Context: an optimization exercise on an open-source flow, tuned for small area. The choices shown serve that exercise and are no tape-out recipe.
Function was checked by simulation only, so behaviour that the tests miss may differ from the original.

==> flow/design.v <==
package bmhq_pkg;
  localparam int CAPACITY_DEF      = 64;
  localparam int PRIORITY_BITS_DEF = 16;
  localparam int TAG_BITS_DEF      = 16;
  typedef enum logic [1:0] {
    ERR_OK     = 2'd0,
    ERR_EMPTY  = 2'd1,
    ERR_FULL   = 2'd2,
    ERR_UNUSED = 2'd3
  } err_t;
  typedef enum logic [3:0] {
    ST_IDLE   = 4'd0,
    ST_INSW   = 4'd1,   
    ST_INSA   = 4'd2,   
    ST_INSB   = 4'd3,   
    ST_LAST   = 4'd4,   
    ST_DEC    = 4'd5,   
    ST_WB     = 4'd6,   
    ST_RELOAD = 4'd7,   
    ST_SHOW   = 4'd8,   
    ST_SHOWE  = 4'd9    
  } state_t;
endpackage
module binary_min_heap_queue_core #(
  parameter int CAPACITY      = bmhq_pkg::CAPACITY_DEF,
  parameter int PRIORITY_BITS = bmhq_pkg::PRIORITY_BITS_DEF,
  parameter int TAG_BITS      = bmhq_pkg::TAG_BITS_DEF,
  localparam int CW = $clog2(CAPACITY + 1)
) (
  input  logic                            clk,
  input  logic                            rst_n,
  input  logic                            start,
  output logic                            busy,
  input  logic                            in_kind,
  input  logic signed [PRIORITY_BITS-1:0] in_priority_req,
  input  logic        [TAG_BITS-1:0]      in_payload_tag,
  output logic                            out_valid,
  output logic signed [PRIORITY_BITS-1:0] out_top_priority,
  output logic        [TAG_BITS-1:0]      out_top_tag,
  output logic        [CW-1:0]            out_entry_count,
  output logic                            out_is_empty,
  output logic        [1:0]               out_error_code
);
  localparam int EW = PRIORITY_BITS + TAG_BITS;
  localparam int AW = $clog2(CAPACITY);
  localparam int QW = AW - 1;
  logic [EW*CAPACITY-1:0] ring;
  logic [EW-1:0]          h0, h1, hx, t0, t1;
  logic [EW-1:0]          c_r;
  logic                   sel, wr, c_ld;
  logic                   full, empty;
  assign h0 = ring[EW-1:0];
  assign h1 = ring[2*EW-1:EW];
  assign hx = sel ? h1 : h0;
  assign t0 = (wr && !sel) ? c_r : h0;
  assign t1 = (wr && sel) ? c_r : (empty ? '0 : h1);
  always_ff @(posedge clk) begin
    ring <= {t1, t0, ring[EW*CAPACITY-1:2*EW]};
  end
  bmhq_pkg::state_t state_r, state_nxt;
  bmhq_pkg::err_t   err_r, err_nxt;
  logic [QW-1:0]    q_r;
  logic [CW-1:0]    count_r, count_nxt;
  logic [AW-1:0]    cur_r, cur_nxt;
  logic             sw_r, sw_nxt, pr_r, pr_nxt;
  logic             accept;
  logic [QW:0] q1;
  assign q1 = {1'b0, q_r} + (QW+1)'(1);
  always_ff @(posedge clk) begin
    if (!rst_n) begin
      state_r <= bmhq_pkg::ST_IDLE;
      err_r   <= bmhq_pkg::ERR_OK;
      q_r     <= '0;
      count_r <= '0;
    end else begin
      state_r <= state_nxt;
      err_r   <= err_nxt;
      q_r     <= q1[QW-1:0];
      count_r <= count_nxt;
    end
  end
  always_ff @(posedge clk) begin
    cur_r <= cur_nxt;
    lvl_r <= lvl_nxt;
    sw_r  <= sw_nxt;
    pr_r  <= pr_nxt;
    if (accept) begin
      c_r <= {in_priority_req, in_payload_tag};
    end else if (c_ld) begin
      c_r <= hx;
    end
  end
  logic signed [PRIORITY_BITS-1:0] p0, p1, px, cp;
  assign p0 = h0[EW-1 -: PRIORITY_BITS];
  assign p1 = h1[EW-1 -: PRIORITY_BITS];
  assign px = hx[EW-1 -: PRIORITY_BITS];
  assign cp = c_r[EW-1 -: PRIORITY_BITS];
  function automatic logic lt16(input logic [PRIORITY_BITS-1:0] a, input logic [PRIORITY_BITS-1:0] b,
                                input logic le);
    logic c, ai, bi;
    c = le;
    for (int i = 0; i < PRIORITY_BITS; i++) begin
      ai = (i == PRIORITY_BITS-1) ? !a[i] : a[i];
      bi = (i == PRIORITY_BITS-1) ? !b[i] : b[i];
      c  = (!ai && bi) || (!ai && c) || (bi && c);
    end
    lt16 = c;
  endfunction
  logic x_vs_c, c_lt_x, x_lt_c, p1_lt_p0, ins_cmp;
  assign x_vs_c   = lt16(px, cp, ins_cmp);
  assign c_lt_x   = !x_vs_c;
  assign x_lt_c   = x_vs_c;
  assign p1_lt_p0 = lt16(p1, p0, 1'b0);
  logic [2:0]    lvl_r, lvl_nxt, depth;
  logic          path_bit, path_final;
  logic [CW-1:0] count_inc;
  assign count_inc = count_r + CW'(1);
  always_comb begin
    depth = '0;
    for (int i = 1; i < CW; i++) begin
      if (count_inc[i]) depth = 3'(i);
    end
  end
  assign path_bit   = count_r[lvl_r - 3'd1];
  assign path_final = (lvl_r == 3'd1);
  logic [AW-1:0] cur_m1;
  assign cur_m1  = cur_r - AW'(1);
  logic at_cur, at_kids;
  assign at_cur  = (q_r == cur_m1[AW-1:1]);
  assign at_kids = (q_r == cur_r[QW-1:0]);
  logic [CW-1:0] left7;
  logic          has_l, has_r;
  assign left7 = {cur_r, 1'b1};
  assign has_l = left7 < count_r;
  assign has_r = (left7 + CW'(1)) < count_r;
  assign ins_cmp = (state_r == bmhq_pkg::ST_INSW) || (state_r == bmhq_pkg::ST_INSA) ||
                   (state_r == bmhq_pkg::ST_INSB);
  assign full  = count_r[CW-1];
  assign empty = (count_r == '0);
  always_comb begin
    state_nxt = state_r;
    err_nxt   = err_r;
    count_nxt = count_r;
    cur_nxt   = cur_r;
    sw_nxt    = sw_r;
    pr_nxt    = pr_r;
    lvl_nxt   = lvl_r;
    accept    = 1'b0;
    sel       = 1'b0;
    wr        = 1'b0;
    c_ld      = 1'b0;
    out_valid = 1'b0;
    case (state_r)
      bmhq_pkg::ST_IDLE: begin
        if (start) begin
          accept  = 1'b1;
          err_nxt = bmhq_pkg::ERR_OK;
          cur_nxt = '0;
          if (!in_kind) begin
            if (full) begin
              err_nxt   = bmhq_pkg::ERR_FULL;
              state_nxt = bmhq_pkg::ST_SHOW;
            end else begin
              count_nxt = count_inc;
              lvl_nxt   = depth;
              state_nxt = bmhq_pkg::ST_INSW;
            end
          end else begin
            if (empty) begin
              err_nxt   = bmhq_pkg::ERR_EMPTY;
              state_nxt = bmhq_pkg::ST_SHOWE;
            end else begin
              count_nxt = count_r - CW'(1);
              cur_nxt   = AW'(count_nxt);
              if (count_r == CW'(1)) state_nxt = bmhq_pkg::ST_SHOWE;
              else                   state_nxt = bmhq_pkg::ST_LAST;
            end
          end
        end
      end
      bmhq_pkg::ST_INSW: begin
        sel = 1'b1;
        if (q_r == '1) begin
          out_valid = 1'b1;
          wr        = (lvl_r == '0) || c_lt_x;
          c_ld      = wr;
          if (lvl_r == '0) state_nxt = bmhq_pkg::ST_IDLE;
          else if (wr)     state_nxt = bmhq_pkg::ST_INSB;
          else             state_nxt = bmhq_pkg::ST_INSA;
        end
      end
      bmhq_pkg::ST_INSA, bmhq_pkg::ST_INSB: begin
        sel = path_bit;
        if (at_kids) begin
          wr      = (state_r == bmhq_pkg::ST_INSB) || path_final || c_lt_x;
          c_ld    = wr;
          cur_nxt = AW'(left7) + AW'(path_bit);
          lvl_nxt = lvl_r - 3'd1;
          if (path_final) state_nxt = bmhq_pkg::ST_IDLE;
          else if (wr)    state_nxt = bmhq_pkg::ST_INSB;
        end
      end
      bmhq_pkg::ST_LAST: begin
        sel = !cur_r[0];
        if (at_cur) begin
          c_ld      = 1'b1;
          cur_nxt   = '0;
          state_nxt = bmhq_pkg::ST_DEC;
        end
      end
      bmhq_pkg::ST_DEC: begin
        sel = has_r && p1_lt_p0;
        if (!has_l || (at_kids && !x_lt_c)) begin
          sw_nxt = 1'b0;
          if (cur_r == '0) state_nxt = bmhq_pkg::ST_WB;
          else             state_nxt = bmhq_pkg::ST_IDLE;
        end else if (at_kids) begin
          wr        = 1'b1;
          c_ld      = 1'b1;
          sw_nxt    = 1'b1;
          pr_nxt    = sel;
          state_nxt = bmhq_pkg::ST_WB;
        end
      end
      bmhq_pkg::ST_WB: begin
        sel = !cur_r[0];
        if (at_cur) begin
          wr        = 1'b1;
          out_valid = (cur_r == '0);
          if (sw_r) begin
            cur_nxt   = AW'(left7) + AW'(pr_r);
            state_nxt = bmhq_pkg::ST_RELOAD;
          end else begin
            state_nxt = bmhq_pkg::ST_IDLE;
          end
        end
      end
      bmhq_pkg::ST_RELOAD: begin
        sel = !cur_r[0];
        if (at_cur) begin
          c_ld      = 1'b1;
          state_nxt = bmhq_pkg::ST_DEC;
        end
      end
      bmhq_pkg::ST_SHOW: begin
        sel = 1'b1;
        if (q_r == '1) begin
          out_valid = 1'b1;
          state_nxt = bmhq_pkg::ST_IDLE;
        end
      end
      bmhq_pkg::ST_SHOWE: begin
        sel       = 1'b1;
        out_valid = 1'b1;
        state_nxt = bmhq_pkg::ST_IDLE;
      end
      default: state_nxt = bmhq_pkg::ST_IDLE;
    endcase
  end
  assign busy             = (state_r != bmhq_pkg::ST_IDLE);
  assign out_is_empty     = empty;
  assign out_top_priority = t1[EW-1 -: PRIORITY_BITS];
  assign out_top_tag      = t1[TAG_BITS-1:0];
  assign out_entry_count  = count_r;
  assign out_error_code   = err_r;
endmodule
==> flow/config.mk <==
export PLATFORM = sky130hd
export DESIGN_NAME = binary_min_heap_queue_core
export DESIGN_NICKNAME = binary_min_heap_queue_core
export VERILOG_FILES = /design/flow/design.v
export SDC_FILE = /design/flow/constraint.sdc
export NUM_CORES = 4
export LEC_CHECK = 0
export ABC_AREA = 1
export CAP_MARGIN = 0
export CORE_MARGIN = 2
export CORE_UTILIZATION = 80
export PLACE_DENSITY = 0.95
export SLEW_MARGIN = 0
==> flow/constraint.sdc <==
create_clock -name core_clock -period 10.0 [get_ports {clk}]
set_input_delay 2.0000 -clock core_clock [delete_from_list [all_inputs] [get_ports {clk}]]
set_output_delay 2.0000 -clock core_clock [all_outputs]
set_load 0.01 [all_outputs]
standard.sh (not shown) runs the stock make flow with config.mk's settings and CLKGATE_MAP_FILE= SYNTH_SCRIPT=/design/flow/synth_recipe.tcl, a recipe that flattens the netlist after the stock synthesis.
==> flow/flow/run.sh <==
#!/bin/bash
# Standard layout with two changes: clock tree synthesis clusters up to 30 flip-flops per leaf
# buffer (within 50 um) and adds no dummy loads, and ports are buffered with buf_1.
set -euo pipefail
bash standard.sh \
  "CTS_ARGS=-sink_clustering_enable -repair_clock_nets -dont_use_dummy_load -sink_clustering_size 30 -sink_clustering_max_diameter 50" \
  "BUFFER_PORTS_ARGS=-buffer_cell sky130_fd_sc_hd__buf_1" \
  finish > flow.log 2>&1
The first run stopped in clock tree synthesis on DPL-0033.
Next try:
==> flow/flow/run.sh (replaced) <==
#!/bin/bash
# Standard layout with two changes: clock tree synthesis clusters up to 25 flip-flops per leaf
# buffer (within 60 um) and adds no dummy loads, and ports are buffered with buf_1.
set -euo pipefail
bash standard.sh \
  "CTS_ARGS=-sink_clustering_enable -repair_clock_nets -dont_use_dummy_load -sink_clustering_size 25 -sink_clustering_max_diameter 60" \
  "BUFFER_PORTS_ARGS=-buffer_cell sky130_fd_sc_hd__buf_1" \
  finish > flow.log 2>&1
- CORE_UTILIZATION: 80 -> 70
- PLACE_DENSITY: 0.95 -> 0.88
What happened: The changed run finished with timing, DRC and antenna clean; synthesized cell count stays the same; area after synthesis stays the same.
Next try:
==> flow/flow/run.sh (replaced) <==
#!/bin/bash
# Standard layout with two changes: clock tree synthesis clusters up to 28 flip-flops per leaf
# buffer (within 50 um) and adds no dummy loads, and ports are buffered with buf_1.
set -euo pipefail
bash standard.sh \
  "CTS_ARGS=-sink_clustering_enable -repair_clock_nets -dont_use_dummy_load -sink_clustering_size 28 -sink_clustering_max_diameter 50" \
  "BUFFER_PORTS_ARGS=-buffer_cell sky130_fd_sc_hd__buf_1" \
  finish > flow.log 2>&1
- CORE_UTILIZATION: 70 -> 80
- PLACE_DENSITY: 0.88 -> 0.95
This time the run did not get past clock tree synthesis on DPL-0033. Synthesized area stays the same. Synthesized cell count stays the same.

==> separate check: timing with driven ports <==
Ports are ideal in the flow. The routed layout listed here was re-timed in OpenROAD. Step 1: set_driving_cell puts a clkbuf_16 on clk and a buf_2 on each other input, an assumption about the parent block. Step 2, shift: input delay + t, output delay - t, t = (earliest + latest rising clock arrival at the registers) / 2. This alone moves slack from input paths to output paths. Three values: ideal ports, drivers, drivers and shift; two values: the first two.
run: the second run
t (ns): 0.700
slack for setup (ns): 0.663 / 0.601 / 1.301
worst hold slack (ns): 0.246 / 0.246 / 0.246
slew at the worst register clock pin (ns): 0.10 / 0.10
cell pins on the clock port's net: 1
After both steps the second run still meets setup and hold. The setup slack of the second run moves by -0.062 ns with the drivers and by +0.638 ns with both steps.
